This is an optimization exercise on Yosys and OpenROAD, whose aim is small area, a short achievable clock period and few clock cycles per item, not a production implementation. No functional check of the RTL was part of any run shown here.

===== flow/run.sh =====
#!/bin/bash
set -euo pipefail
MARGIN=$(cat flow/margin.txt)
sed "s/SETUP_SLACK_MARGIN=[0-9.]*/SETUP_SLACK_MARGIN=${MARGIN}/" standard.sh > standard_margin.sh
bash standard_margin.sh > standard.log 2>&1

===== flow/margin.txt =====
8.5

===== standard.sh =====
#!/bin/bash
# synth_recipe.tcl (not shown) runs the flow's synth.tcl, then flattens the netlist and writes it again
# the make line also repeats each setting of config.mk as NAME=value (left out here)
make -C /OpenROAD-flow-scripts/flow DESIGN_CONFIG=/design/flow/config.mk WORK_HOME=/design/flow/orfs CLKGATE_MAP_FILE= SYNTH_SCRIPT=/design/flow/synth_recipe.tcl "${@:-finish}"

===== config.mk =====
export PLATFORM = sky130hd
export DESIGN_NAME = sha256_byte_stream_hasher_top
export DESIGN_NICKNAME = sha256_byte_stream_hasher_top
export VERILOG_FILES = /design/flow/design.v
export SDC_FILE = /design/flow/constraint.sdc
export NUM_CORES = 4
export LEC_CHECK = 0
export CAP_MARGIN = 20
export CORE_MARGIN = 2
export CORE_UTILIZATION = 50
export SETUP_SLACK_MARGIN = 5
export SLEW_MARGIN = 20
export TNS_END_PERCENT = 0

===== constraint.sdc =====
create_clock -name core_clock -period 12.0 [get_ports {clk_i}]
set_input_delay 2.4000 -clock core_clock [delete_from_list [all_inputs] [get_ports {clk_i}]]
set_output_delay 2.4000 -clock core_clock [all_outputs]
set_load 0.01 [all_outputs]

===== design.v =====
`timescale 1ns / 1ps
package sha256_pkg;
  typedef enum logic {
    OP_ABSORB = 1'b0,
    OP_FINISH = 1'b1
  } op_e;
  typedef struct packed {
    op_e        op;
    logic [7:0] data;
  } item_t;
  localparam logic [255:0] SHA_IV = {
    32'h5be0cd19, 32'h1f83d9ab, 32'h9b05688c, 32'h510e527f,
    32'ha54ff53a, 32'h3c6ef372, 32'hbb67ae85, 32'h6a09e667
  };
  localparam logic [7:0]  PAD_BYTE   = 8'h80;
endpackage
`timescale 1ns / 1ps
module sha256_front (
  input  logic       clk_i,
  input  logic       rst_ni,
  input  logic       s_axis_tvalid,
  output logic       s_axis_tready,
  input  logic [7:0] s_axis_tdata,    
  input  logic       s_axis_tuser,    
  output logic       q_valid_o,
  output sha256_pkg::item_t      q_item_o,
  input  logic       q_ready_i
);
  logic [8:0]  entry0_q, entry1_q;
  logic        wr_ptr_q, rd_ptr_q;
  logic [1:0]  cnt_q, cnt_d;
  logic        rdy_q;
  logic        push, pop;
  assign s_axis_tready = rdy_q;
  assign push          = s_axis_tvalid & rdy_q;
  assign q_valid_o     = (cnt_q != 2'd0);
  assign pop           = q_valid_o & q_ready_i;
  assign q_item_o      = rd_ptr_q ? entry1_q : entry0_q;
  assign cnt_d         = cnt_q + {1'b0, push} - {1'b0, pop};
  always_ff @(posedge clk_i or negedge rst_ni) begin
    if (!rst_ni) begin
      wr_ptr_q <= 1'b0;
      rd_ptr_q <= 1'b0;
      cnt_q    <= 2'd0;
      rdy_q    <= 1'b1;
    end else begin
      if (push) wr_ptr_q <= ~wr_ptr_q;
      if (pop)  rd_ptr_q <= ~rd_ptr_q;
      cnt_q  <= cnt_d;
      rdy_q  <= (cnt_d != 2'd2);
    end
  end
  always_ff @(posedge clk_i) begin
    if (push && !wr_ptr_q) entry0_q <= {s_axis_tuser, s_axis_tdata};
    if (push &&  wr_ptr_q) entry1_q <= {s_axis_tuser, s_axis_tdata};
  end
endmodule
`timescale 1ns / 1ps
module sha256_core (
  input  logic              clk_i,
  input  logic              rst_ni,
  input  logic              blk_rdy_i,
  input  logic              blk_first_i,
  input  logic              blk_last_i,
  input  logic [15:0][31:0] blk_i,
  output logic              take_o,
  output logic              m_axis_tvalid,
  input  logic              m_axis_tready,
  output logic [31:0]       m_axis_tdata,
  output logic [2:0]        m_axis_tuser,
  output logic              m_axis_tlast
);
  function automatic logic [31:0] big0(input logic [31:0] x);
    big0 = {x[1:0], x[31:2]} ^ {x[12:0], x[31:13]} ^ {x[21:0], x[31:22]};
  endfunction
  function automatic logic [31:0] big1(input logic [31:0] x);
    big1 = {x[5:0], x[31:6]} ^ {x[10:0], x[31:11]} ^ {x[24:0], x[31:25]};
  endfunction
  function automatic logic [31:0] small0(input logic [31:0] x);
    small0 = {x[6:0], x[31:7]} ^ {x[17:0], x[31:18]} ^ {3'b000, x[31:3]};
  endfunction
  function automatic logic [31:0] small1(input logic [31:0] x);
    small1 = {x[16:0], x[31:17]} ^ {x[18:0], x[31:19]} ^ {10'b0, x[31:10]};
  endfunction
  function automatic logic [31:0] choose(input logic [31:0] e, input logic [31:0] f,
                                         input logic [31:0] g);
    choose = (e & f) ^ (~e & g);
  endfunction
  function automatic logic [31:0] major(input logic [31:0] a, input logic [31:0] b,
                                        input logic [31:0] c);
    major = (a & b) ^ (a & c) ^ (b & c);
  endfunction
  function automatic logic [63:0] csa(input logic [31:0] a, input logic [31:0] b,
                                      input logic [31:0] c);
    csa = {((a & b) | (a & c) | (b & c)) << 1, a ^ b ^ c};
  endfunction
  function automatic logic [31:0] add3(input logic [31:0] a, input logic [31:0] b,
                                       input logic [31:0] c);
    logic [63:0] t;
    t    = csa(a, b, c);
    add3 = t[63:32] + t[31:0];
  endfunction
  function automatic logic [31:0] add4(input logic [31:0] a, input logic [31:0] b,
                                       input logic [31:0] c, input logic [31:0] d);
    logic [63:0] t, u;
    t    = csa(a, b, c);
    u    = csa(t[63:32], t[31:0], d);
    add4 = u[63:32] + u[31:0];
  endfunction
  function automatic logic [31:0] round_k(input logic [5:0] t);
    unique case (t)
      6'd0: round_k = 32'h428a2f98;
      6'd1: round_k = 32'h71374491;
      6'd2: round_k = 32'hb5c0fbcf;
      6'd3: round_k = 32'he9b5dba5;
      6'd4: round_k = 32'h3956c25b;
      6'd5: round_k = 32'h59f111f1;
      6'd6: round_k = 32'h923f82a4;
      6'd7: round_k = 32'hab1c5ed5;
      6'd8: round_k = 32'hd807aa98;
      6'd9: round_k = 32'h12835b01;
      6'd10: round_k = 32'h243185be;
      6'd11: round_k = 32'h550c7dc3;
      6'd12: round_k = 32'h72be5d74;
      6'd13: round_k = 32'h80deb1fe;
      6'd14: round_k = 32'h9bdc06a7;
      6'd15: round_k = 32'hc19bf174;
      6'd16: round_k = 32'he49b69c1;
      6'd17: round_k = 32'hefbe4786;
      6'd18: round_k = 32'h0fc19dc6;
      6'd19: round_k = 32'h240ca1cc;
      6'd20: round_k = 32'h2de92c6f;
      6'd21: round_k = 32'h4a7484aa;
      6'd22: round_k = 32'h5cb0a9dc;
      6'd23: round_k = 32'h76f988da;
      6'd24: round_k = 32'h983e5152;
      6'd25: round_k = 32'ha831c66d;
      6'd26: round_k = 32'hb00327c8;
      6'd27: round_k = 32'hbf597fc7;
      6'd28: round_k = 32'hc6e00bf3;
      6'd29: round_k = 32'hd5a79147;
      6'd30: round_k = 32'h06ca6351;
      6'd31: round_k = 32'h14292967;
      6'd32: round_k = 32'h27b70a85;
      6'd33: round_k = 32'h2e1b2138;
      6'd34: round_k = 32'h4d2c6dfc;
      6'd35: round_k = 32'h53380d13;
      6'd36: round_k = 32'h650a7354;
      6'd37: round_k = 32'h766a0abb;
      6'd38: round_k = 32'h81c2c92e;
      6'd39: round_k = 32'h92722c85;
      6'd40: round_k = 32'ha2bfe8a1;
      6'd41: round_k = 32'ha81a664b;
      6'd42: round_k = 32'hc24b8b70;
      6'd43: round_k = 32'hc76c51a3;
      6'd44: round_k = 32'hd192e819;
      6'd45: round_k = 32'hd6990624;
      6'd46: round_k = 32'hf40e3585;
      6'd47: round_k = 32'h106aa070;
      6'd48: round_k = 32'h19a4c116;
      6'd49: round_k = 32'h1e376c08;
      6'd50: round_k = 32'h2748774c;
      6'd51: round_k = 32'h34b0bcb5;
      6'd52: round_k = 32'h391c0cb3;
      6'd53: round_k = 32'h4ed8aa4a;
      6'd54: round_k = 32'h5b9cca4f;
      6'd55: round_k = 32'h682e6ff3;
      6'd56: round_k = 32'h748f82ee;
      6'd57: round_k = 32'h78a5636f;
      6'd58: round_k = 32'h84c87814;
      6'd59: round_k = 32'h8cc70208;
      6'd60: round_k = 32'h90befffa;
      6'd61: round_k = 32'ha4506ceb;
      6'd62: round_k = 32'hbef9a3f7;
      6'd63: round_k = 32'hc67178f2;
    endcase
  endfunction
  function automatic logic [31:0] iv(input int i);
    iv = sha256_pkg::SHA_IV[32*i +: 32];
  endfunction
  logic [31:0] a1_q, a2_q, a3_q;
  logic [31:0] e0_q, e1_q, e2_q, e3_q;
  logic [31:0] t1_q, hkw_q, dhkw_q, kwa_q, kwd_q, k_q;
  logic [15:0][31:0] w_q;
  logic [7:0][31:0]  chain_q;
  logic [5:0]  rnd_q, kidx_q, kidx_d, kidx_nt;
  logic        run_d, fin_d, obusy_d, tk_q, mtk_q;
  logic        run_q, fin_q, pre_q, pre_d, mq;
  logic        ph0_q, ph61_q, ph62_q, ph63_q, mrg0_q, sa63_q, sa62_q;
  logic [31:0] e0h_q, a1h_q, tdata_q, sp_q;
  logic        wsw_q, sxh_q, sxd_q, sdp_q, asel_q;
  logic        hfirst_q, hlast_q;
  logic        obusy_q, ovalid_q, took_q, olast_q;
  logic [2:0]  oidx_q;
  logic        stall, take, ld_iv, mrg0, wr_chain, idle;
  logic [31:0] h0, h1, h2, h3, h4, h5, h6, h7;
  logic [31:0] s1, ch, esum, tsum, asum, sched;
  logic [31:0] sum1, sum2, sum3;
  logic [31:0] wsel, xh, xd, ha, hd, a1alt;
  always_comb begin
    h0 = hfirst_q ? iv(0) : chain_q[0];
    h1 = hfirst_q ? iv(1) : chain_q[1];
    h2 = hfirst_q ? iv(2) : chain_q[2];
    h3 = hfirst_q ? iv(3) : chain_q[3];
    h4 = hfirst_q ? iv(4) : chain_q[4];
    h5 = hfirst_q ? iv(5) : chain_q[5];
    h6 = hfirst_q ? iv(6) : chain_q[6];
    h7 = hfirst_q ? iv(7) : chain_q[7];
  end
  assign idle     = ~run_q & ~fin_q;
  assign stall    = fin_q & obusy_q;
  assign mrg0     = mrg0_q;
  assign take     = (blk_rdy_i & tk_q) | mtk_q;
  assign wr_chain = (fin_q & ~obusy_q) | mrg0;
  assign ld_iv    = take & blk_first_i;
  assign take_o   = take;
  assign s1    = big1(e0_q);
  assign ch    = choose(e0_q, e1_q, e2_q);
  assign esum  = add3(dhkw_q, s1, ch);
  assign tsum  = add3(hkw_q, s1, ch);
  assign asum  = add3(t1_q, big0(a1_q), major(a1_q, a2_q, a3_q));
  assign sched = small1(w_q[14]) + sp_q;
  assign sum1  = (sa63_q ? e0_q : a1_q) + (sa63_q ? h5 : h1);
  assign sum2  = (sa63_q ? e1_q : a2_q) + (sa63_q ? h6 : h2);
  assign sum3  = (sa62_q ? e1_q : a3_q) + (sa62_q ? h7 : h3);
  always_comb begin
    wsel = wsw_q ? w_q[2] : (kidx_q[0] ? blk_i[1] : blk_i[0]);
    ha   = ph61_q ? h0 : 32'h0;
    hd   = 32'h0;
    if (ph61_q) hd = h4;
    else if (ph62_q && mq) hd = h3;
    else if (ph63_q && mq) hd = h2;
    else if (sdp_q) hd = blk_first_i ? iv(3) : (ph63_q ? h3 : 32'h0);
    xh = sxh_q ? (blk_first_i ? iv(7) : e3_q) : e2_q;
    xd = sxd_q ? (blk_first_i ? 32'h0 : a3_q) : a2_q;
  end
  always_comb begin
    pre_d = pre_q;
    if (ph63_q) pre_d = blk_rdy_i & ~mq;
    else if (idle && blk_rdy_i) pre_d = 1'b1;
    if (take) pre_d = 1'b0;
    if (run_q) begin
      if (ph63_q) kidx_nt = 6'd1;
      else if (ph62_q) kidx_nt = mq ? 6'd1 : 6'd0;
      else kidx_nt = kidx_q + 6'd1;
    end else if (fin_q) kidx_nt = stall ? 6'd1 : 6'd0;
    else kidx_nt = (pre_q | blk_rdy_i) ? 6'd1 : 6'd0;
    kidx_d = take ? 6'd2 : kidx_nt;
    run_d  = take | (run_q & ~ph63_q);
    fin_d  = (ph63_q & ~mq) | (fin_q & stall);
    obusy_d = obusy_q;
    if (fin_q && !stall && hlast_q) obusy_d = 1'b1;
    else if (took_q && oidx_q == 3'd7) obusy_d = 1'b0;
  end
  always_ff @(posedge clk_i or negedge rst_ni) begin
    if (!rst_ni) begin
      run_q    <= 1'b0;
      fin_q    <= 1'b0;
      pre_q    <= 1'b0;
      kidx_q   <= 6'd0;
      mq       <= 1'b0;
      ph0_q    <= 1'b0;
      mrg0_q   <= 1'b0;
      sa62_q   <= 1'b0;
      sa63_q   <= 1'b0;
      ph61_q   <= 1'b0;
      ph62_q   <= 1'b0;
      ph63_q   <= 1'b0;
      wsw_q    <= 1'b0;
      sxh_q    <= 1'b1;
      sxd_q    <= 1'b1;
      sdp_q    <= 1'b0;
      asel_q   <= 1'b0;
      obusy_q  <= 1'b0;
      tk_q     <= 1'b0;
      mtk_q    <= 1'b0;
      ovalid_q <= 1'b0;
      took_q   <= 1'b0;
    end else begin
      pre_q  <= pre_d;
      kidx_q <= kidx_d;
      run_q  <= run_d;
      fin_q  <= fin_d;
      obusy_q <= obusy_d;
      tk_q   <= pre_d & ((fin_d & ~obusy_d) | (~run_d & ~fin_d));
      mtk_q  <= ph62_q & mq;
      ph0_q  <= take;
      ph61_q <= run_q & (rnd_q == 6'd60);
      ph62_q <= ph61_q;
      ph63_q <= ph62_q;
      sa62_q <= ph61_q & run_q;
      sa63_q <= ph62_q & run_q;
      mrg0_q <= ph63_q & mq;
      if (ph61_q) mq <= blk_rdy_i & ~hlast_q & ~obusy_q;
      else if (mrg0) mq <= 1'b0;
      wsw_q  <= take | (run_q & (rnd_q < 6'd61));
      sxh_q  <= run_q ? ((ph62_q & mq) | (ph63_q & ~mq)) : ~take;
      sxd_q  <= run_q ? (ph63_q & ~mq) : ~take;
      sdp_q  <= (ph62_q & ~mq) | (idle & ~pre_d & ~take) | (fin_q & ~stall & ~take);
      asel_q <= (run_q & ~ph63_q) | (ph63_q & mq);
      if (fin_q && !stall && hlast_q) begin
        ovalid_q <= 1'b1;
      end else begin
        if (ovalid_q && m_axis_tready) begin
          ovalid_q <= 1'b0;
          took_q   <= 1'b1;
        end
        if (took_q) begin
          took_q <= 1'b0;
          if (oidx_q != 3'd7) ovalid_q <= 1'b1;
        end
      end
    end
  end
  assign a1alt = (run_q && !mq) ? h0 : (ld_iv ? iv(1) : sum1);
  always_ff @(posedge clk_i) begin
    if (take) begin
      rnd_q   <= 6'd0;
      hlast_q <= blk_last_i;
      if (!mq) hfirst_q <= blk_first_i;
    end else if (run_q) begin
      rnd_q <= rnd_q + 6'd1;
    end
    if (mrg0) hfirst_q <= 1'b0;
    if (fin_q && !stall && hlast_q) begin
      oidx_q  <= 3'd0;
      olast_q <= 1'b0;
    end else if (took_q) begin
      oidx_q  <= oidx_q + 3'd1;
      olast_q <= (oidx_q == 3'd6);
    end
    k_q <= take ? round_k(6'd2) : round_k(kidx_nt);
    if (!stall) begin
      kwa_q <= add3(k_q, wsel, ha);
      kwd_q <= add3(k_q, wsel, hd);
    end
    hkw_q  <= xh + kwa_q;
    dhkw_q <= add3(xd, xh, kwd_q);
    sp_q <= add3(take ? blk_i[9] : w_q[10], small0(take ? blk_i[1] : w_q[2]),
                 take ? blk_i[0] : w_q[1]);
    for (int i = 0; i < 15; i++) w_q[i] <= take ? blk_i[i] : w_q[i+1];
    w_q[15] <= take ? blk_i[15] : sched;
    e0_q <= run_q ? esum : (ld_iv ? iv(4) : e0h_q);
    if (ph63_q) e0h_q <= esum;
    if (run_q) begin
      t1_q <= tsum;
      if (ph63_q) begin
        e1_q <= sum1;
        e2_q <= sum2;
      end else begin
        e1_q <= e0_q;
        e2_q <= e1_q;
      end
      if (ph62_q) e3_q <= sum3;
      else if (!ph63_q) e3_q <= e2_q;
    end else if (ld_iv) begin
      e1_q <= iv(5);
      e2_q <= iv(6);
      e3_q <= iv(7);
    end
    a1_q <= asel_q ? asum : ((run_q || ld_iv || (fin_q && !stall)) ? a1alt : a1h_q);
    if (ph63_q) a1h_q <= asum;
    else if (fin_q && !stall) a1h_q <= sum1;
    if (run_q) begin
      a2_q <= mrg0 ? sum1 : a1_q;
      a3_q <= mrg0 ? sum2 : a2_q;
    end else if (ld_iv) begin
      a2_q <= iv(2);
      a3_q <= iv(3);
    end else if (fin_q && !stall) begin
      a2_q <= sum2;
      a3_q <= sum3;
    end
    tdata_q <= wr_chain ? asum : (took_q ? chain_q[1] : chain_q[0]);
    if (wr_chain) begin
      chain_q[0] <= asum;
      chain_q[1] <= sum1;
      chain_q[2] <= sum2;
      chain_q[3] <= sum3;
      chain_q[4] <= e0_q;
      chain_q[5] <= e1_q;
      chain_q[6] <= e2_q;
      chain_q[7] <= e3_q;
    end else if (took_q) begin
      for (int i = 0; i < 7; i++) chain_q[i] <= chain_q[i+1];
    end
  end
  assign m_axis_tvalid = ovalid_q;
  assign m_axis_tdata  = tdata_q;
  assign m_axis_tuser  = oidx_q;
  assign m_axis_tlast  = olast_q;
endmodule
`timescale 1ns / 1ps
module sha256_back (
  input  logic              clk_i,
  input  logic              rst_ni,
  input  logic              q_valid_i,
  input  sha256_pkg::item_t q_item_i,
  output logic              q_ready_o,
  input  logic              take_i,
  output logic              blk_rdy_o,
  output logic              blk_first_o,
  output logic              blk_last_o,
  output logic [15:0][31:0] blk_o
);
  logic [15:0][31:0] m_q;
  logic [23:0] acc_q;
  logic [1:0]  bcnt_q;
  logic [3:0]  wcnt_q;
  logic        mfull_q;
  logic        pad_q, p80_q, lenok_q;
  logic [5:0]  ffill_q;
  logic [54:0] blkcnt_q;
  logic        msgfirst_q, bfirst_q, blast_q;
  logic        is_fin, pop, push, blk_done, fin_blk;
  logic [31:0] pword, padword;
  logic [63:0] len;
  assign is_fin = (q_item_i.op == sha256_pkg::OP_FINISH);
  assign len    = {blkcnt_q, ffill_q, 3'b000};
  always_comb begin
    unique case (bcnt_q)
      2'd0: padword = {sha256_pkg::PAD_BYTE, 24'h0};
      2'd1: padword = {acc_q[7:0], sha256_pkg::PAD_BYTE, 16'h0};
      2'd2: padword = {acc_q[15:0], sha256_pkg::PAD_BYTE, 8'h0};
      default: padword = {acc_q[23:0], sha256_pkg::PAD_BYTE};
    endcase
  end
  always_comb begin
    q_ready_o = ~pad_q & (is_fin | ~((bcnt_q == 2'd3) & mfull_q));
    pop       = q_valid_i & q_ready_o;
    push      = 1'b0;
    pword     = {acc_q, q_item_i.data};
    if (pop && !is_fin && bcnt_q == 2'd3) push = 1'b1;
    if (pad_q && !mfull_q) begin
      push = 1'b1;
      if (!p80_q)                          pword = padword;
      else if (lenok_q && wcnt_q == 4'd14) pword = len[63:32];
      else if (lenok_q && wcnt_q == 4'd15) pword = len[31:0];
      else                                 pword = 32'h0;
    end
    blk_done = push & (wcnt_q == 4'd15);
    fin_blk  = pad_q & p80_q & lenok_q;
  end
  always_ff @(posedge clk_i or negedge rst_ni) begin
    if (!rst_ni) begin
      bcnt_q     <= 2'd0;
      wcnt_q     <= 4'd0;
      mfull_q    <= 1'b0;
      pad_q      <= 1'b0;
      p80_q      <= 1'b0;
      lenok_q    <= 1'b0;
      blkcnt_q   <= 55'd0;
      msgfirst_q <= 1'b1;
    end else begin
      if (push) wcnt_q <= wcnt_q + 4'd1;
      if (take_i) mfull_q <= 1'b0;
      if (blk_done) begin
        mfull_q    <= 1'b1;
        msgfirst_q <= fin_blk;
      end
      if (pop) begin
        if (is_fin) begin
          pad_q   <= 1'b1;
          p80_q   <= 1'b0;
          lenok_q <= 1'b0;
        end else begin
          bcnt_q <= bcnt_q + 2'd1;
          if (bcnt_q == 2'd3 && wcnt_q == 4'd15) blkcnt_q <= blkcnt_q + 55'd1;
        end
      end
      if (pad_q && push) begin
        if (!p80_q) begin
          p80_q  <= 1'b1;
          bcnt_q <= 2'd0;
          if (wcnt_q <= 4'd13) lenok_q <= 1'b1;
        end
        if (blk_done) begin
          if (fin_blk) begin
            pad_q    <= 1'b0;
            lenok_q  <= 1'b0;
            blkcnt_q <= 55'd0;
          end else begin
            lenok_q <= 1'b1;
          end
        end
      end
    end
  end
  always_ff @(posedge clk_i) begin
    if (push) begin
      for (int i = 0; i < 15; i++) m_q[i] <= m_q[i+1];
      m_q[15] <= pword;
    end
    if (pop && !is_fin) acc_q <= {acc_q[15:0], q_item_i.data};
    if (pop && is_fin) ffill_q <= {wcnt_q, bcnt_q};
    if (blk_done) begin
      bfirst_q <= msgfirst_q;
      blast_q  <= fin_blk;
    end
  end
  assign blk_rdy_o   = mfull_q;
  assign blk_first_o = bfirst_q;
  assign blk_last_o  = blast_q;
  assign blk_o       = m_q;
endmodule
`timescale 1ns / 1ps
module sha256_byte_stream_hasher_top (
  input  logic        clk_i,
  input  logic        rst_ni,
  input  logic        s_axis_tvalid,
  output logic        s_axis_tready,
  input  logic [7:0]  s_axis_tdata,    
  input  logic        s_axis_tuser,    
  output logic        m_axis_tvalid,
  input  logic        m_axis_tready,
  output logic [31:0] m_axis_tdata,    
  output logic [2:0]  m_axis_tuser,    
  output logic        m_axis_tlast     
);
  logic              q_valid;
  logic              q_ready;
  sha256_pkg::item_t q_item;
  logic              take;
  logic              blk_rdy, blk_first, blk_last;
  logic [15:0][31:0] blk;
  sha256_front u_front (
    .clk_i         (clk_i),
    .rst_ni        (rst_ni),
    .s_axis_tvalid (s_axis_tvalid),
    .s_axis_tready (s_axis_tready),
    .s_axis_tdata  (s_axis_tdata),
    .s_axis_tuser  (s_axis_tuser),
    .q_valid_o     (q_valid),
    .q_item_o      (q_item),
    .q_ready_i     (q_ready)
  );
  sha256_back u_back (
    .clk_i       (clk_i),
    .rst_ni      (rst_ni),
    .q_valid_i   (q_valid),
    .q_item_i    (q_item),
    .q_ready_o   (q_ready),
    .take_i      (take),
    .blk_rdy_o   (blk_rdy),
    .blk_first_o (blk_first),
    .blk_last_o  (blk_last),
    .blk_o       (blk)
  );
  sha256_core u_core (
    .clk_i         (clk_i),
    .rst_ni        (rst_ni),
    .blk_rdy_i     (blk_rdy),
    .blk_first_i   (blk_first),
    .blk_last_i    (blk_last),
    .blk_i         (blk),
    .take_o        (take),
    .m_axis_tvalid (m_axis_tvalid),
    .m_axis_tready (m_axis_tready),
    .m_axis_tdata  (m_axis_tdata),
    .m_axis_tuser  (m_axis_tuser),
    .m_axis_tlast  (m_axis_tlast)
  );
endmodule

==> results.txt, run 1 <==
* Hold EP: u_core.w_q[342]
* Placement-stage cell area at 104000 um^2
* CTS Root Cell: clkbuf_16
* Initial Utilization at 0.503
* Avg Cell Area, Syn at 9.90 um^2
* Crit path kind: reg -> reg
* Core area at 200000 um^2
* Worst path slowest cell: dfxtp_1
* Reg-to-reg endpoint: u_core.e0_q[20]
* Clk sink count at 1919
* Slew HR at 0.149
* Number of routed nets with antenna violations at 0
* Fmax at 0.205 GHz
* Die span in x at 453 um
* Worst-Margin Slew at 1270 ps
* Post-synthesis net count at around 11000
* Vias per cell at approximately 6.0
* Slew Viols, Final at 0
* Tot GR Track Use at 0.349
* DIE AREA at 205000 um^2
* Ys flop type: edfxtp_1
* Die Y at 453 um
* Unrepaired setup endpoints after global routing: yes
* Starting DRT DRC Count at 9834
* Nets@finish at between 10000 and 15000
* Most frequent cells in the layout: nand2_1 (2317), edfxtp_1 (1139), dfxtp_1 (649)
* Final Hold Viols at 0
* Max FO, Critical Path at 7
* Final wirelength at ~360000 um
* GRT overflow at 0
* Final setup margin at 7120 ps
* Min Tclk post-route at slightly below 5000 ps
* Site Rows at 164
* Via count at between 70000 and 80000
* CTS tree: yes
* Ys async rst share at 0.0505
* Main area contributors after synthesis: edfxtp_1 (34%), dfxtp_1 (14%), nand2_1 (8.7%), ha_1 (5.0%), fa_1 (4.6%)
* Final setup fails at 0
* Startpoint Class: flip-flop
* Flops & latches, synth at 1919
* Reg-to-reg startpoint: u_core.e0_q[8]
* Post-synthesis to final-layout area growth at 14.5%
* Share of layout cells above drive strength 1 at 0.107
* Seq/Total Area, Yosys at 0.500
* WP data required at 12740 ps
* Total of max-cap violations at 0
* Setup TNS Final at 0 ps
* Hold crit path type: reg -> reg
* Worst endpoint data arrival time at 5620 ps
* DP HPWL at 257000 um
* Worst hold stages at 2
* Worst-path clk slew at 60 ps
* Place WS at 5070 ps
* Vias in the first global route at 74400
* Synth top area share at 0.340
* Clock Tree Buf Depth at 3
* Clock Skew at between 30 and 40 ps
* Most common cell after layout, fill and taps aside: nand2_1
* Largest net degree at the start of global routing at 168
* Worst Hold Slack at 401 ps
* Min-delay src: u_core.w_q[374]
* Hold buffers post-CTS at 0
* Synth area leader: edfxtp_1
* Final instance area at approximately 120000 um^2
* Reg2Reg Setup Slack at 7120 ps
* Worst-skew pair later-pin latency at ~870 ps
* EDFF count, synth at 1139
* TritonRoute pass-1 iters at 7
* R2R cell count at 15
* CTS Buf Count at 205
* Worst path max stage delay at 780 ps
* Crit end category: flip-flop
* Synth unique cells at 92
* IO Count at 51
* Remaining DRCs at 0
* Status: timing/DRC/antenna clean
* Fin crit share at 0.407
* Final Wtd Congestion at 1.05
* H-tree levels at 4
* Worst path cell trace: xnor2_2, buf_4, fa_1, ha_1, a21o_1, a21oi_2, o21a_1, nor2_1, a311o_1, and2_1, or4_1, a31oi_1, o21ai_1, xor2_1, a22o_1
* Buffers on Ports at 50
* Drt wl/cell at 28.0 um
* Synthesized area at around 100000 um^2
* YS warnings at 3
* Initial antenna violation count at 18
* Utilization after layout at 0.576
* First-pass GRT wire length at 521000 um
* Post-Syn Instances at approximately 10000
worst max-delay path: cells and delay by family (launching register included):
family | cells | cell delay, ps
AO/OA/AOI/OAI | 7 | 1740
adder cells (fa/ha/maj) | 2 | 790
XOR/XNOR | 2 | 400
AND/OR/NAND/NOR | 3 | 860
buffers and inverters | 1 | 190
flip-flops | 1 | 780
cells in the mapped netlist (all sizes together) (17+ instances only):
cell type and count:
a221oi 21, or2 17, inv 606, dfrtp 93
maj3 30, o21ai 601, dfxtp 683, a21oi 534
o21a 109, a211oi 68, o31ai 21, a22oi 55
and3 51, ha 400, nor2 517, o22ai 36
edfxtp 1139, nand3 129, xnor2 472, nand2 2328
nor2b 61, mux2i 248, xor2 186, nor3 104
a22o 25, o21bai 40, o211ai 55, a31oi 58
clkbuf 451, buf 87, nand4 36, nand2b 56
a21o 143, or3 26, mux2 96, fa 229
and2 70, o22a 43
how the worst max path moves through the flow:
stage               slack [ps]  cells past startpoint          endpoint      startpoint
floorplan                 7380                     24  u_core.kwd_q[31]   u_core.ph63_q
global placement          5100                     21   u_core.sp_q[30]  u_back.mfull_q
detailed placement        5070                     19  u_core.kwd_q[30]   u_core.ph62_q
CTS                       7070                     22  u_core.kwd_q[31]   u_core.ph62_q
global route              7050                     20  u_core.kwa_q[31]   u_core.ph61_q
finish                    7120                     15   u_core.e0_q[20]  u_core.e0_q[8]
layout make-up:
type,instances,area (um^2)
Antenna cell,7,17.5
Clock buffer,286,5840
Clock inverter,101,1180
Tap cell,2656,3320
Inverter,611,2350
Multi-Input combinational cell,7091,47900
Sequential cell,1919,50400
Fill cell,17200,84700
Timing Repair Buffer,371,4060
Timing Repair inverter,4,35.0
routing by layer:
layer,track usage,part of all wire,vias up
li1,-,-,34900
met1,0.508,0.44,38700
met2,0.494,0.41,3807
met3,0.0841,0.10,707
met4,0.146,0.048,16
met5,0,0.00030,-
metrics by stage:
| step | cells |
|---|---|
| 4_1_cts | 13000 |
| 6_report | 13000 |
| 3_5_place_dp | 12500 |
| 5_1_grt | 13000 |
| 2_1_floorplan | 10200 |
| 3_3_place_gp | 12500 |
kinds of logic (layout without fill, tap and decap cells):
logic type                 after synthesis  count (layout)  synth area share
other                                    0               7                 0
DFF                                   1919            1919             0.500
and+or+nand+nor                       3438            3438             0.141
xor gates and xnor gates               658             658            0.0573
AOI/OAI and AO/OA                     1992            1992             0.124
buffers and inverters                 1149            1373            0.0441
adders and majority gates              659             659            0.0983
muxes                                  344             344            0.0356
state kept, by name, summed over array words and instances, names as in the netlist, 55 cells and up:
| register | count |
|---|---|
| u_core.w_q | 480 |
| u_back.blkcnt_q | 55 |
| u_back.m_q | 512 |
| u_core.chain_q | 225 |
timing repair:
action,CTS,global route
setup endpoints to repair,1092,1275
gates resized for setup,301,203
buffers inserted,94,75
pin swaps,66,95
gates cloned,21,5
==> run 2: changes to the inputs <==
--- a/design.v
+++ b/design.v
@@ -186,6 +186,7 @@
   logic [5:0]  rnd_q, kidx_q, kidx_d, kidx_nt;
-  logic        run_d, fin_d, obusy_d, tk_q, mtk_q;
+  logic        run_d, fin_d, obusy_d, tk_q, mtk_q, rdyp_q, rdy2;
   logic        run_q, fin_q, pre_q, pre_d, mq;
   logic        ph0_q, ph61_q, ph62_q, ph63_q, mrg0_q, sa63_q, sa62_q;
-  logic [31:0] e0h_q, a1h_q, tdata_q, sp_q;
+  logic [31:0] e0h_q, a1h_q, tdata_q, sp_q, ha_q, hd_q;
+  logic [31:0] ha_d, hd_d;
   logic        wsw_q, sxh_q, sxd_q, sdp_q, asel_q;
@@ -227,8 +228,11 @@
     wsel = wsw_q ? w_q[2] : (kidx_q[0] ? blk_i[1] : blk_i[0]);
-    ha   = ph61_q ? h0 : 32'h0;
-    hd   = 32'h0;
-    if (ph61_q) hd = h4;
-    else if (ph62_q && mq) hd = h3;
-    else if (ph63_q && mq) hd = h2;
-    else if (sdp_q) hd = blk_first_i ? iv(3) : (ph63_q ? h3 : 32'h0);
+    ha = ha_q;
+    hd = hd_q;
+    ha_d = (run_q && rnd_q == 6'd60) ? h0 : 32'h0;
+    hd_d = 32'h0;
+    if (run_q && rnd_q == 6'd60) hd_d = h4;
+    else if (ph61_q && blk_rdy_i && !hlast_q && !obusy_q) hd_d = h3;
+    else if (ph62_q && mq) hd_d = h2;
+    else if (ph62_q) hd_d = blk_first_i ? iv(3) : h3;
+    else if (!run_d && !fin_d && !pre_d) hd_d = blk_first_i ? iv(3) : 32'h0;
     xh = sxh_q ? (blk_first_i ? iv(7) : e3_q) : e2_q;
@@ -237,5 +241,6 @@
   always_comb begin
+    rdy2  = blk_rdy_i & rdyp_q;
     pre_d = pre_q;
-    if (ph63_q) pre_d = blk_rdy_i & ~mq;
-    else if (idle && blk_rdy_i) pre_d = 1'b1;
+    if (ph63_q) pre_d = rdy2 & ~mq;
+    else if (idle && rdy2) pre_d = 1'b1;
     if (take) pre_d = 1'b0;
@@ -246,3 +251,3 @@
     end else if (fin_q) kidx_nt = stall ? 6'd1 : 6'd0;
-    else kidx_nt = (pre_q | blk_rdy_i) ? 6'd1 : 6'd0;
+    else kidx_nt = (pre_q | rdy2) ? 6'd1 : 6'd0;
     kidx_d = take ? 6'd2 : kidx_nt;
@@ -275,2 +280,3 @@
       tk_q     <= 1'b0;
+      rdyp_q   <= 1'b0;
       mtk_q    <= 1'b0;
@@ -286,2 +292,3 @@
       mtk_q  <= ph62_q & mq;
+      rdyp_q <= blk_rdy_i & ~take;
       ph0_q  <= take;
@@ -332,2 +339,4 @@
     k_q <= take ? round_k(6'd2) : round_k(kidx_nt);
+    ha_q <= ha_d;
+    hd_q <= hd_d;
     if (!stall) begin
@@ -373,3 +382,3 @@
     end
-    tdata_q <= wr_chain ? asum : (took_q ? chain_q[1] : chain_q[0]);
+    tdata_q <= took_q ? chain_q[1] : ((fin_q && !stall && hlast_q) ? asum : chain_q[0]);
     if (wr_chain) begin
==> run 2 against run 1 <==
Against the previous run: area after synthesis increased by 2.8%; cell area increased by 1.7%; clock-buffer cell count increased by 13; sequential share of layout area increased by 0.88 points; largest cell class unchanged; critical endpoint is now u_core.k_q[13].
==> results.txt, run 2 <==
* Status: timing/DRC/antenna clean
* Core area at 205000 um^2
* Synth area leader: edfxtp_1
* GRT overflow at 0
* Commonest cells in the netlist: nand2_1 (2450), edfxtp_1 (1139), dfxtp_1 (779), o21ai_0 (719), nor2_1 (609)
* Placement-stage cell area at 107000 um^2
* Total of max-cap violations at 0
* Post-synthesis net count at roughly 11000
* Unrepaired setup endpoints after global routing: yes
* Largest net degree at the start of global routing at 160
* Synth top area share at 0.331
* CTS Buf Count at 213
* Most common cell after layout, fill and taps aside: nand2_1
* Post-Syn Instances at 10500
* Fmax at 0.201 GHz
* Largest register FFs at 512
* Final instance area at 117000 um^2
* Crit path kind: reg -> reg
* Place WS at between 5000 and 6000 ps
* Share of layout cells above drive strength 1 at 0.0893
* Worst-skew pair later-pin latency at roughly 900 ps
* Die Y at 459 um
* Post-synthesis to final-layout area growth at 13.3%
* Remaining DRCs at 0
* Largest regs: u_back.m_q (512), u_core.w_q (480), u_core.chain_q (256)
* # fillers at 17500
* Final setup fails at 0
* Worst-path clk slew at 70 ps
* Final Wtd Congestion at 1.01
* Initial Utilization at 0.504
* Final setup margin at 7030 ps
* Synth unique cells at between 100 and 150
* Setup TNS Final at 0 ps
* Hold crit path type: reg -> reg
* Via count at 78600
* Min Tclk post-route at 4970 ps
* Fin crit share at 0.414
* DIE AREA at 210000 um^2
* Main area contributors after synthesis: edfxtp_1 (33%), dfxtp_1 (15%), nand2_1 (8.9%), ha_1 (4.8%), fa_1 (4.4%)
* Max FO, Critical Path at 30
* Buffers on Ports at 50
* Clock Tree Buf Depth at 3
* EDFF count, synth at approximately 1100
* Crit end category: flip-flop
* Flops & latches, synth at 2015
* Clk sink count at ~2000
* Reg with most FFs: u_back.m_q
* Site Rows at 166
* Vias per cell at 5.87
* Die span in x at around 460 um
* Clock Skew at 74.3 ps
* DP HPWL at 252000 um
* Avg Cell Area, Syn at 9.86 um^2
* Starting DRT DRC Count at 8825
* Flip-flop and latch area at 52300 um^2
* Synthesized area at between 100000 and 150000 um^2
* Tot GR Track Use at 0.331
* WP data required at 12700 ps
* YS warnings at 3
* H-tree levels at 4
* Nets@finish at about 11000
* Worst-Margin Slew at 1250 ps
* Seq/Total Area, Yosys at 0.505
* Ys async rst share at 0.0481
* IO Count at between 50 and 60
* Startpoint Class: flip-flop
* Worst endpoint data arrival time at 5670 ps
* Initial antenna violation count at 11
* Final wirelength at 355000 um
* Vias in the first global route at 76000
* CTS Root Cell: clkbuf_16
* Ys flop type: edfxtp_1
* First-pass GRT wire length at 512000 um
* Drt wl/cell at between 20 and 30 um
* Slew Viols, Final at 0
* Multi-input gate area at 48300 um^2
* TritonRoute pass-1 iters at 8
* Number of routed nets with antenna violations at 0
* Count leader, synth: nand2_1
* CTS tree: yes
* Final Hold Viols at 0
* Most frequent cells in the layout: nand2_1 (2443), edfxtp_1 (1139), dfxtp_1 (760)
* Slew HR at 0.157
[run 2: changes by cell type after synthesis, moves of 29 or more]
cell / delta
o21ai_0: +125
nand2_1: +122
dfxtp_1: +96
nor2_1: +92
xnor2_1: -41
o21a_1: -36
inv_1: -33
a211o_1: +30
buf_4: -30
xor2_1: +29
[run 2: worst paths after layout]
kind,from,endpoint,slack [ps],depth (start not counted)
worst min register to register,u_core.w_q[236],u_core.w_q[204],380,2
min in group asynchronous,rst_ni,u_back.blkcnt_q[49],1550,1
worst max-delay path,u_core.ph63_q,u_core.k_q[13],7030,12
worst min-delay path,u_core.w_q[236],u_core.w_q[204],380,2
worst max register to register,u_core.ph63_q,u_core.k_q[13],7030,12
max in group asynchronous,rst_ni,u_back.wcnt_q[2],9160,2
[run 2: repair_timing]
| item | in CTS | in global routing |
|---|---|---|
| hold buffers | 0 | 0 |
| gates resized for setup | 215 | 86 |
| pin swaps | 35 | 29 |
| buffers inserted | 58 | 31 |
| setup endpoints to repair | 1299 | 1163 |
| cloned | 19 | 4 |
[run 2: area by class of cell]
class / count / share of cell area
sequential: 2015 / 0.447
multi-input combinational: 7372 / 0.412
clock buffer: 299 / 0.0527
tap: 2688 / 0.0287
timing repair buffer: 303 / 0.0286
inverter: 578 / 0.0189
clock inverter: 108 / 0.0117
timing repair inverter: 4 / 0.000320
antenna: 14 / 0.000299
[run 2: routing by layer]
layer / track usage / up-vias / share of wire
li1: - / 36000 / -
met1: 0.413 / 38200 / 0.39
met5: 0 / - / 0.000079
met4: 0.201 / 4 / 0.073
met2: 0.536 / 3549 / 0.46
met3: 0.0595 / 862 / 0.082
[run 2: cells by family (layout without fill, tap and decap cells)]
group | count (synthesis) | after routing | synth area share
and+or+nand+nor | 3670 | 3670 | 0.147
AOI/OAI and AO/OA | 2096 | 2096 | 0.127
DFF | 2015 | 2015 | 0.505
buffers and inverters | 1096 | 1292 | 0.0401
xor gates and xnor gates | 648 | 648 | 0.0550
adders and majority gates | 631 | 631 | 0.0929
muxes | 327 | 327 | 0.0328
other | 0 | 14 | 0
[run 2: through the flow]
stage	hold WS, ps	instances	util
floorplan	372	10500	-
global route	411	13400	0.571
finish	382	13400	0.571
CTS	389	13300	0.568
detailed placement	397	12800	0.521
global placement	394	12800	0.521
[run 2: worst max-delay path, cell delays in order, from the launching register on]
cell,delay (ps)
dfrtp_4,690
nand2b_1,380
nor2_4,320
nand2_1,360
buf_4,330
ha_1,660
buf_4,300
nor2_1,140
a21oi_1,190
a21oi_1,90
o22ai_1,410
o21ai_0,150
a222oi_1,710
==> run 3: changes to the inputs <==
--- a/design.v
+++ b/design.v
@@ -28,30 +28,6 @@
 );
-  logic [8:0]  entry0_q, entry1_q;
-  logic        wr_ptr_q, rd_ptr_q;
-  logic [1:0]  cnt_q, cnt_d;
-  logic        rdy_q;
-  logic        push, pop;
-  assign s_axis_tready = rdy_q;
-  assign push          = s_axis_tvalid & rdy_q;
-  assign q_valid_o     = (cnt_q != 2'd0);
-  assign pop           = q_valid_o & q_ready_i;
-  assign q_item_o      = rd_ptr_q ? entry1_q : entry0_q;
-  assign cnt_d         = cnt_q + {1'b0, push} - {1'b0, pop};
-  always_ff @(posedge clk_i or negedge rst_ni) begin
-    if (!rst_ni) begin
-      wr_ptr_q <= 1'b0;
-      rd_ptr_q <= 1'b0;
-      cnt_q    <= 2'd0;
-      rdy_q    <= 1'b1;
-    end else begin
-      if (push) wr_ptr_q <= ~wr_ptr_q;
-      if (pop)  rd_ptr_q <= ~rd_ptr_q;
-      cnt_q  <= cnt_d;
-      rdy_q  <= (cnt_d != 2'd2);
-    end
-  end
-  always_ff @(posedge clk_i) begin
-    if (push && !wr_ptr_q) entry0_q <= {s_axis_tuser, s_axis_tdata};
-    if (push &&  wr_ptr_q) entry1_q <= {s_axis_tuser, s_axis_tdata};
-  end
+  assign q_valid_o     = s_axis_tvalid;
+  assign q_item_o.op   = s_axis_tuser ? sha256_pkg::OP_FINISH : sha256_pkg::OP_ABSORB;
+  assign q_item_o.data = s_axis_tdata;
+  assign s_axis_tready = q_ready_i;
 endmodule
@@ -92,19 +68,2 @@
   endfunction
-  function automatic logic [63:0] csa(input logic [31:0] a, input logic [31:0] b,
-                                      input logic [31:0] c);
-    csa = {((a & b) | (a & c) | (b & c)) << 1, a ^ b ^ c};
-  endfunction
-  function automatic logic [31:0] add3(input logic [31:0] a, input logic [31:0] b,
-                                       input logic [31:0] c);
-    logic [63:0] t;
-    t    = csa(a, b, c);
-    add3 = t[63:32] + t[31:0];
-  endfunction
-  function automatic logic [31:0] add4(input logic [31:0] a, input logic [31:0] b,
-                                       input logic [31:0] c, input logic [31:0] d);
-    logic [63:0] t, u;
-    t    = csa(a, b, c);
-    u    = csa(t[63:32], t[31:0], d);
-    add4 = u[63:32] + u[31:0];
-  endfunction
   function automatic logic [31:0] round_k(input logic [5:0] t);
@@ -185,9 +144,4 @@
   logic [7:0][31:0]  chain_q;
-  logic [5:0]  rnd_q, kidx_q, kidx_d, kidx_nt;
-  logic        run_d, fin_d, obusy_d, tk_q, mtk_q, rdyp_q, rdy2;
-  logic        run_q, fin_q, pre_q, pre_d, mq;
-  logic        ph0_q, ph61_q, ph62_q, ph63_q, mrg0_q, sa63_q, sa62_q;
-  logic [31:0] e0h_q, a1h_q, tdata_q, sp_q, ha_q, hd_q;
-  logic [31:0] ha_d, hd_d;
-  logic        wsw_q, sxh_q, sxd_q, sdp_q, asel_q;
+  logic [5:0]  rnd_q, kidx_q, kidx_d;
+  logic        run_q, fin_q, pre_q, pre_d;
   logic        hfirst_q, hlast_q;
@@ -195,3 +149,3 @@
   logic [2:0]  oidx_q;
-  logic        stall, take, ld_iv, mrg0, wr_chain, idle;
+  logic        stall, take, ld_iv, last_rnd;
   logic [31:0] h0, h1, h2, h3, h4, h5, h6, h7;
@@ -199,3 +153,3 @@
   logic [31:0] sum1, sum2, sum3;
-  logic [31:0] wsel, xh, xd, ha, hd, a1alt;
+  logic [31:0] wsel, xh, xd, ha, hd;
   always_comb begin
@@ -210,8 +164,6 @@
   end
-  assign idle     = ~run_q & ~fin_q;
   assign stall    = fin_q & obusy_q;
-  assign mrg0     = mrg0_q;
-  assign take     = (blk_rdy_i & tk_q) | mtk_q;
-  assign wr_chain = (fin_q & ~obusy_q) | mrg0;
+  assign take     = blk_rdy_i & pre_q & ((fin_q & ~obusy_q) | (~run_q & ~fin_q));
   assign ld_iv    = take & blk_first_i;
+  assign last_rnd = run_q & (rnd_q == 6'd63);
   assign take_o   = take;
@@ -219,41 +171,39 @@
   assign ch    = choose(e0_q, e1_q, e2_q);
-  assign esum  = add3(dhkw_q, s1, ch);
-  assign tsum  = add3(hkw_q, s1, ch);
-  assign asum  = add3(t1_q, big0(a1_q), major(a1_q, a2_q, a3_q));
-  assign sched = small1(w_q[14]) + sp_q;
-  assign sum1  = (sa63_q ? e0_q : a1_q) + (sa63_q ? h5 : h1);
-  assign sum2  = (sa63_q ? e1_q : a2_q) + (sa63_q ? h6 : h2);
-  assign sum3  = (sa62_q ? e1_q : a3_q) + (sa62_q ? h7 : h3);
+  assign esum  = dhkw_q + s1 + ch;
+  assign tsum  = hkw_q + s1 + ch;
+  assign asum  = t1_q + big0(a1_q) + major(a1_q, a2_q, a3_q);
+  assign sched = small1(w_q[14]) + w_q[9] + small0(w_q[1]) + w_q[0];
+  assign sum1  = (last_rnd ? e0_q : a1_q) + (last_rnd ? h5 : h1);
+  assign sum2  = (last_rnd ? e1_q : a2_q) + (last_rnd ? h6 : h2);
+  assign sum3  = (last_rnd ? e2_q : a3_q) + (last_rnd ? h7 : h3);
   always_comb begin
-    wsel = wsw_q ? w_q[2] : (kidx_q[0] ? blk_i[1] : blk_i[0]);
-    ha = ha_q;
-    hd = hd_q;
-    ha_d = (run_q && rnd_q == 6'd60) ? h0 : 32'h0;
-    hd_d = 32'h0;
-    if (run_q && rnd_q == 6'd60) hd_d = h4;
-    else if (ph61_q && blk_rdy_i && !hlast_q && !obusy_q) hd_d = h3;
-    else if (ph62_q && mq) hd_d = h2;
-    else if (ph62_q) hd_d = blk_first_i ? iv(3) : h3;
-    else if (!run_d && !fin_d && !pre_d) hd_d = blk_first_i ? iv(3) : 32'h0;
-    xh = sxh_q ? (blk_first_i ? iv(7) : e3_q) : e2_q;
-    xd = sxd_q ? (blk_first_i ? 32'h0 : a3_q) : a2_q;
+    wsel = (run_q && rnd_q != 6'd63) ? w_q[2] : (kidx_q[0] ? blk_i[1] : blk_i[0]);
+    ha   = 32'h0;
+    hd   = 32'h0;
+    if (run_q && rnd_q == 6'd61) begin
+      ha = h0;
+      hd = h4;
+    end else if (!kidx_q[0] && (last_rnd || !run_q)) begin
+      hd = blk_first_i ? iv(3) : (last_rnd ? h3 : 32'h0);
+    end
+    if (run_q) begin
+      xh = e2_q;
+      xd = a2_q;
+    end else begin
+      xh = blk_first_i ? iv(7) : e3_q;
+      xd = blk_first_i ? 32'h0 : a3_q;
+    end
   end
   always_comb begin
-    rdy2  = blk_rdy_i & rdyp_q;
     pre_d = pre_q;
-    if (ph63_q) pre_d = rdy2 & ~mq;
-    else if (idle && rdy2) pre_d = 1'b1;
+    if (last_rnd) pre_d = blk_rdy_i;
+    else if (!run_q && !fin_q && blk_rdy_i) pre_d = 1'b1;
     if (take) pre_d = 1'b0;
-    if (run_q) begin
-      if (ph63_q) kidx_nt = 6'd1;
-      else if (ph62_q) kidx_nt = mq ? 6'd1 : 6'd0;
-      else kidx_nt = kidx_q + 6'd1;
-    end else if (fin_q) kidx_nt = stall ? 6'd1 : 6'd0;
-    else kidx_nt = (pre_q | rdy2) ? 6'd1 : 6'd0;
-    kidx_d = take ? 6'd2 : kidx_nt;
-    run_d  = take | (run_q & ~ph63_q);
-    fin_d  = (ph63_q & ~mq) | (fin_q & stall);
-    obusy_d = obusy_q;
-    if (fin_q && !stall && hlast_q) obusy_d = 1'b1;
-    else if (took_q && oidx_q == 3'd7) obusy_d = 1'b0;
+    if (take) kidx_d = 6'd2;
+    else if (run_q) begin
+      if (rnd_q == 6'd63) kidx_d = 6'd1;
+      else if (rnd_q == 6'd62) kidx_d = 6'd0;
+      else kidx_d = kidx_q + 6'd1;
+    end else if (fin_q) kidx_d = stall ? 6'd1 : 6'd0;
+    else kidx_d = pre_d ? 6'd1 : 6'd0;
   end
@@ -265,19 +215,3 @@
       kidx_q   <= 6'd0;
-      mq       <= 1'b0;
-      ph0_q    <= 1'b0;
-      mrg0_q   <= 1'b0;
-      sa62_q   <= 1'b0;
-      sa63_q   <= 1'b0;
-      ph61_q   <= 1'b0;
-      ph62_q   <= 1'b0;
-      ph63_q   <= 1'b0;
-      wsw_q    <= 1'b0;
-      sxh_q    <= 1'b1;
-      sxd_q    <= 1'b1;
-      sdp_q    <= 1'b0;
-      asel_q   <= 1'b0;
       obusy_q  <= 1'b0;
-      tk_q     <= 1'b0;
-      rdyp_q   <= 1'b0;
-      mtk_q    <= 1'b0;
       ovalid_q <= 1'b0;
@@ -287,23 +221,11 @@
       kidx_q <= kidx_d;
-      run_q  <= run_d;
-      fin_q  <= fin_d;
-      obusy_q <= obusy_d;
-      tk_q   <= pre_d & ((fin_d & ~obusy_d) | (~run_d & ~fin_d));
-      mtk_q  <= ph62_q & mq;
-      rdyp_q <= blk_rdy_i & ~take;
-      ph0_q  <= take;
-      ph61_q <= run_q & (rnd_q == 6'd60);
-      ph62_q <= ph61_q;
-      ph63_q <= ph62_q;
-      sa62_q <= ph61_q & run_q;
-      sa63_q <= ph62_q & run_q;
-      mrg0_q <= ph63_q & mq;
-      if (ph61_q) mq <= blk_rdy_i & ~hlast_q & ~obusy_q;
-      else if (mrg0) mq <= 1'b0;
-      wsw_q  <= take | (run_q & (rnd_q < 6'd61));
-      sxh_q  <= run_q ? ((ph62_q & mq) | (ph63_q & ~mq)) : ~take;
-      sxd_q  <= run_q ? (ph63_q & ~mq) : ~take;
-      sdp_q  <= (ph62_q & ~mq) | (idle & ~pre_d & ~take) | (fin_q & ~stall & ~take);
-      asel_q <= (run_q & ~ph63_q) | (ph63_q & mq);
+      if (take) begin
+        run_q <= 1'b1;
+      end else if (last_rnd) begin
+        run_q <= 1'b0;
+      end
+      if (last_rnd) fin_q <= 1'b1;
+      else if (fin_q && !stall) fin_q <= 1'b0;
       if (fin_q && !stall && hlast_q) begin
+        obusy_q  <= 1'b1;
         ovalid_q <= 1'b1;
@@ -316,3 +238,4 @@
           took_q <= 1'b0;
-          if (oidx_q != 3'd7) ovalid_q <= 1'b1;
+          if (oidx_q == 3'd7) obusy_q <= 1'b0;
+          else ovalid_q <= 1'b1;
         end
@@ -321,8 +244,7 @@
   end
-  assign a1alt = (run_q && !mq) ? h0 : (ld_iv ? iv(1) : sum1);
   always_ff @(posedge clk_i) begin
     if (take) begin
-      rnd_q   <= 6'd0;
-      hlast_q <= blk_last_i;
-      if (!mq) hfirst_q <= blk_first_i;
+      rnd_q    <= 6'd0;
+      hfirst_q <= blk_first_i;
+      hlast_q  <= blk_last_i;
     end else if (run_q) begin
@@ -330,3 +252,2 @@
     end
-    if (mrg0) hfirst_q <= 1'b0;
     if (fin_q && !stall && hlast_q) begin
@@ -338,22 +259,18 @@
     end
-    k_q <= take ? round_k(6'd2) : round_k(kidx_nt);
-    ha_q <= ha_d;
-    hd_q <= hd_d;
+    k_q <= round_k(kidx_d);
     if (!stall) begin
-      kwa_q <= add3(k_q, wsel, ha);
-      kwd_q <= add3(k_q, wsel, hd);
+      kwa_q <= k_q + wsel + ha;
+      kwd_q <= k_q + wsel + hd;
     end
     hkw_q  <= xh + kwa_q;
-    dhkw_q <= add3(xd, xh, kwd_q);
-    sp_q <= add3(take ? blk_i[9] : w_q[10], small0(take ? blk_i[1] : w_q[2]),
-                 take ? blk_i[0] : w_q[1]);
+    dhkw_q <= xd + xh + kwd_q;
     for (int i = 0; i < 15; i++) w_q[i] <= take ? blk_i[i] : w_q[i+1];
     w_q[15] <= take ? blk_i[15] : sched;
-    e0_q <= run_q ? esum : (ld_iv ? iv(4) : e0h_q);
-    if (ph63_q) e0h_q <= esum;
     if (run_q) begin
       t1_q <= tsum;
-      if (ph63_q) begin
+      e0_q <= esum;
+      if (rnd_q == 6'd63) begin
         e1_q <= sum1;
         e2_q <= sum2;
+        e3_q <= sum3;
       end else begin
@@ -361,6 +278,12 @@
         e2_q <= e1_q;
+        e3_q <= e2_q;
       end
-      if (ph62_q) e3_q <= sum3;
-      else if (!ph63_q) e3_q <= e2_q;
+      a1_q <= (rnd_q == 6'd0) ? h0 : asum;
+      a2_q <= a1_q;
+      a3_q <= a2_q;
     end else if (ld_iv) begin
+      a1_q <= iv(1);
+      a2_q <= iv(2);
+      a3_q <= iv(3);
+      e0_q <= iv(4);
       e1_q <= iv(5);
@@ -368,13 +291,4 @@
       e3_q <= iv(7);
-    end
-    a1_q <= asel_q ? asum : ((run_q || ld_iv || (fin_q && !stall)) ? a1alt : a1h_q);
-    if (ph63_q) a1h_q <= asum;
-    else if (fin_q && !stall) a1h_q <= sum1;
-    if (run_q) begin
-      a2_q <= mrg0 ? sum1 : a1_q;
-      a3_q <= mrg0 ? sum2 : a2_q;
-    end else if (ld_iv) begin
-      a2_q <= iv(2);
-      a3_q <= iv(3);
     end else if (fin_q && !stall) begin
+      a1_q <= sum1;
       a2_q <= sum2;
@@ -382,4 +296,3 @@
     end
-    tdata_q <= took_q ? chain_q[1] : ((fin_q && !stall && hlast_q) ? asum : chain_q[0]);
-    if (wr_chain) begin
+    if (fin_q && !stall) begin
       chain_q[0] <= asum;
@@ -397,3 +310,3 @@
   assign m_axis_tvalid = ovalid_q;
-  assign m_axis_tdata  = tdata_q;
+  assign m_axis_tdata  = chain_q[0];
   assign m_axis_tuser  = oidx_q;
@@ -437,3 +350,3 @@
   always_comb begin
-    q_ready_o = ~pad_q & (is_fin | ~((bcnt_q == 2'd3) & mfull_q));
+    q_ready_o = ~pad_q & ~((bcnt_q == 2'd3) & mfull_q);
     pop       = q_valid_i & q_ready_o;
==> run 3 against run 2 <==
Against the previous run: still clean; sequential cell count down 197; hold slack better by 32 ps; final cell count down 7.9%; core utilization down 1.3 points; global-route usage up 0.84 points; critical endpoint is now u_core.chain_q[92].
==> results.txt, run 3 <==
* Status: timing/DRC/antenna clean
* Initial Utilization at 0.501
* Tot GR Track Use at 0.340
* Commonest cells in the netlist: nand2_1 (2787), edfxtp_1 (1122), dfxtp_1 (618), o21ai_0 (527), xnor2_1 (492)
* Fmax at 0.177 GHz
* Synth unique cells at 107
* Site Rows at 160
* Largest regs: u_back.m_q (512), u_core.w_q (512), u_core.chain_q (256)
* Seq/Total Area, Yosys at 0.505
* Startpoint Class: flip-flop
* Clk sink count at 1818
* Initial antenna violation count at 13
* Nets@finish at 10300
* Most frequent cells in the layout: nand2_1 (2778), edfxtp_1 (1122), dfxtp_1 (612)
* Synth top area share at 0.355
* Remaining DRCs at 0
* Final wirelength at 333000 um
* Die Y at 440 um
* Hold EP: u_core.w_q[464]
* WP data required at 12570 ps
* Post-Syn Instances at 9739
* Synth area leader: edfxtp_1
* H-tree levels at 4
* Reg-to-reg endpoint: u_core.chain_q[92]
* Worst-path clk slew at 60 ps
* YS warnings at 2
* Setup TNS Final at 0 ps
* Worst endpoint data arrival time at 6210 ps
* Die span in x at 440 um
* Post-synthesis net count at between 10000 and 15000
* Count leader, synth: nand2_1
* Hold buffers post-CTS at 0
* Share of layout cells above drive strength 1 at 0.0729
* CTS Buf Count at between 150 and 200
* Worst-Margin Slew at 1190 ps
* IO Count at 51
* Hold crit path type: reg -> reg
* Flops & latches, synth at 1818
* Fin crit share at 0.470
* Min-delay src: u_core.w_q[496]
* Final Hold Viols at 0
* Drt wl/cell at 27.0 um
* Worst hold stages at 2
* EDFF count, synth at around 1100
* Buffers on Ports at 50
* Worst-skew pair later-pin latency at 860 ps
* Worst Hold Slack at slightly above 400 ps
* DIE AREA at 194000 um^2
* GRT overflow at 0
* Starting DRT DRC Count at between 8000 and 9000
* Max FO, Critical Path at 50
* Via count at 73000
* Crit end category: flip-flop
* Post-synthesis to final-layout area growth at 11.4%
* Final Wtd Congestion at 1.02
* Slew HR at 0.208
* Clock Skew at around 47 ps
* DP HPWL at 236000 um
* Unrepaired setup endpoints after global routing: yes
* Reg2Reg Setup Slack at roughly 6400 ps
* Slew Viols, Final at 0
* TritonRoute pass-1 iters at 8
* CTS tree: yes
* Synthesized area at 95000 um^2
* Crit path kind: reg -> reg
* Ys async rst share at 0.0429
* Avg Cell Area, Syn at 9.76 um^2
* Number of routed nets with antenna violations at 0
* Reg-to-reg startpoint: u_core.rnd_q[0]
* Min Tclk post-route at 5640 ps
* Ys flop type: edfxtp_1
* R2R cell count at 20
* Main area contributors after synthesis: edfxtp_1 (35%), dfxtp_1 (13%), nand2_1 (11%), ha_1 (5.3%), xnor2_1 (4.5%)
* Clock Tree Buf Depth at 3
* Final setup fails at 0
* Most common cell after layout, fill and taps aside: nand2_1
* CTS Root Cell: clkbuf_16
* First-pass GRT wire length at 480000 um
* Vias per cell at 5.92
* Largest net degree at the start of global routing at 174
* Total of max-cap violations at 0
* Core area at 190000 um^2
* Vias in the first global route at 69200
run 3: cell types whose count changed in the layout (fill, tap and decap cells not counted), sizes merged, moves of 36 or more:
cell	previous run	this run
a21oi	522	476
inv	581	287
clkbuf	303	263
o21ai	737	534
nand3	104	160
xor2	217	181
nand2	2450	2787
mux2i	243	50
a2bb2oi	2	49
dfxtp	779	618
mux2	84	37
nor2	609	478
buf	235	181
xnor2	431	494
run 3: metrics by stage:
step	utilization	cell area, um^2	cells	setup slack, ps
floorplan	-	95200	9739	6580
global placement	0.515	97600	11900	5260
detailed placement	0.515	97600	11900	5290
CTS	0.556	105000	12300	6440
global route	0.558	106000	12300	6210
finish	0.558	106000	12300	6360
run 3: worst max path at each step:
stage,to,start,cells past startpoint,slack [ps]
floorplan,u_core.kwa_q[30],u_core.run_q,28,6580
global placement,u_core.hkw_q[28],u_back.bfirst_q,19,5260
detailed placement,u_core.kwd_q[29],u_core.run_q,24,5290
CTS,u_core.kwa_q[24],u_core.rnd_q[1],28,6440
global route,u_core.kwa_q[30],u_core.rnd_q[0],28,6210
finish,u_core.chain_q[92],u_core.rnd_q[0],20,6360
run 3: cell type report:
class | instances | area [um^2]
antenna | 3 | 7.51
clock buffer | 263 | 5490
clock inverter | 110 | 1140
fill | 16700 | 83700
inverter | 278 | 1070
multi-input combinational | 7109 | 44700
sequential | 1818 | 48000
tap | 2511 | 3140
timing repair buffer | 236 | 2300
run 3: metal layers:
metal	up-vias	wire, um	track usage
li1	33300	-	-
met1	35700	143000	0.479
met2	3281	142000	0.499
met3	635	30200	0.0739
met4	6	17700	0.156
met5	-	44	0
run 3: kinds of logic after synthesis:
| logic type | count (synthesis) | share of synthesized area |
|---|---|---|
| and+or+nand+nor | 3866 | 0.167 |
| AOI/OAI and AO/OA | 1844 | 0.123 |
| DFF | 1818 | 0.505 |
| buffers and inverters | 815 | 0.0341 |
| xor gates and xnor gates | 678 | 0.0632 |
| adders and majority gates | 631 | 0.0978 |
| muxes | 87 | 0.00965 |
run 3: worst max-delay path, cell delays in order, from the launching register on:
cell and delay [ps]:
dfxtp_4 360, ha_4 170, and4_4 370, nand3_4 100, buf_12 170, buf_16 200, nor2_2 160, buf_6 350
nand2_1 110, nand2_1 90, ha_1 310, nor2b_1 180, o21ai_0 420, o211ai_1 160, a21oi_1 350, o21ai_2 220
a21boi_1 500, o31ai_4 200, a311oi_1 350, xor2_1 360, o21ai_0 120
run 3: repair_timing:
| item | in CTS | in global routing |
|---|---|---|
| cloned | 9 | 0 |
| pin swaps | 47 | 47 |
| setup buffers | 49 | 23 |
| setup endpoints to repair | 1515 | 1576 |
| resized for setup | 130 | 42 |

==> static timing again, ports no longer ideal <==
No port has a modelled driver above. Below, the same layouts with a new extraction and two added sets of constraints.
Step 1 sets driving cells, clkbuf_16 on the clock port and buf_2 on the other inputs (assumed; they add their load-dependent delay and slew).
Step 2, shift: input delay + t, output delay - t, t = (earliest + latest rising clock arrival at the registers) / 2. This alone moves slack from input paths to output paths.
Slacks: ideal / step 1 / step 2; pairs: ideal / step 1.
run | t, ns | setup WS [ns] | worst setup path at the end | latest minus earliest clock arrival (ns) | worst register clock-pin slew, ns
run 1 | 0.940 | 7.117 / 7.117 / 7.117 | register to register | 0.043 / 0.043 | 0.07 / 0.07
run 2 | 0.970 | 7.028 / 7.028 / 7.028 | register to register | 0.077 / 0.077 | 0.07 / 0.07
run 3 | 0.925 | 6.365 / 6.365 / 5.586 | input to register | 0.052 / 0.052 | 0.07 / 0.07
After both steps setup and hold are still met in every run listed. For run 3, which loses most, drivers alone change the setup slack by 0.000 ns; drivers and shift together by -0.779 ns.
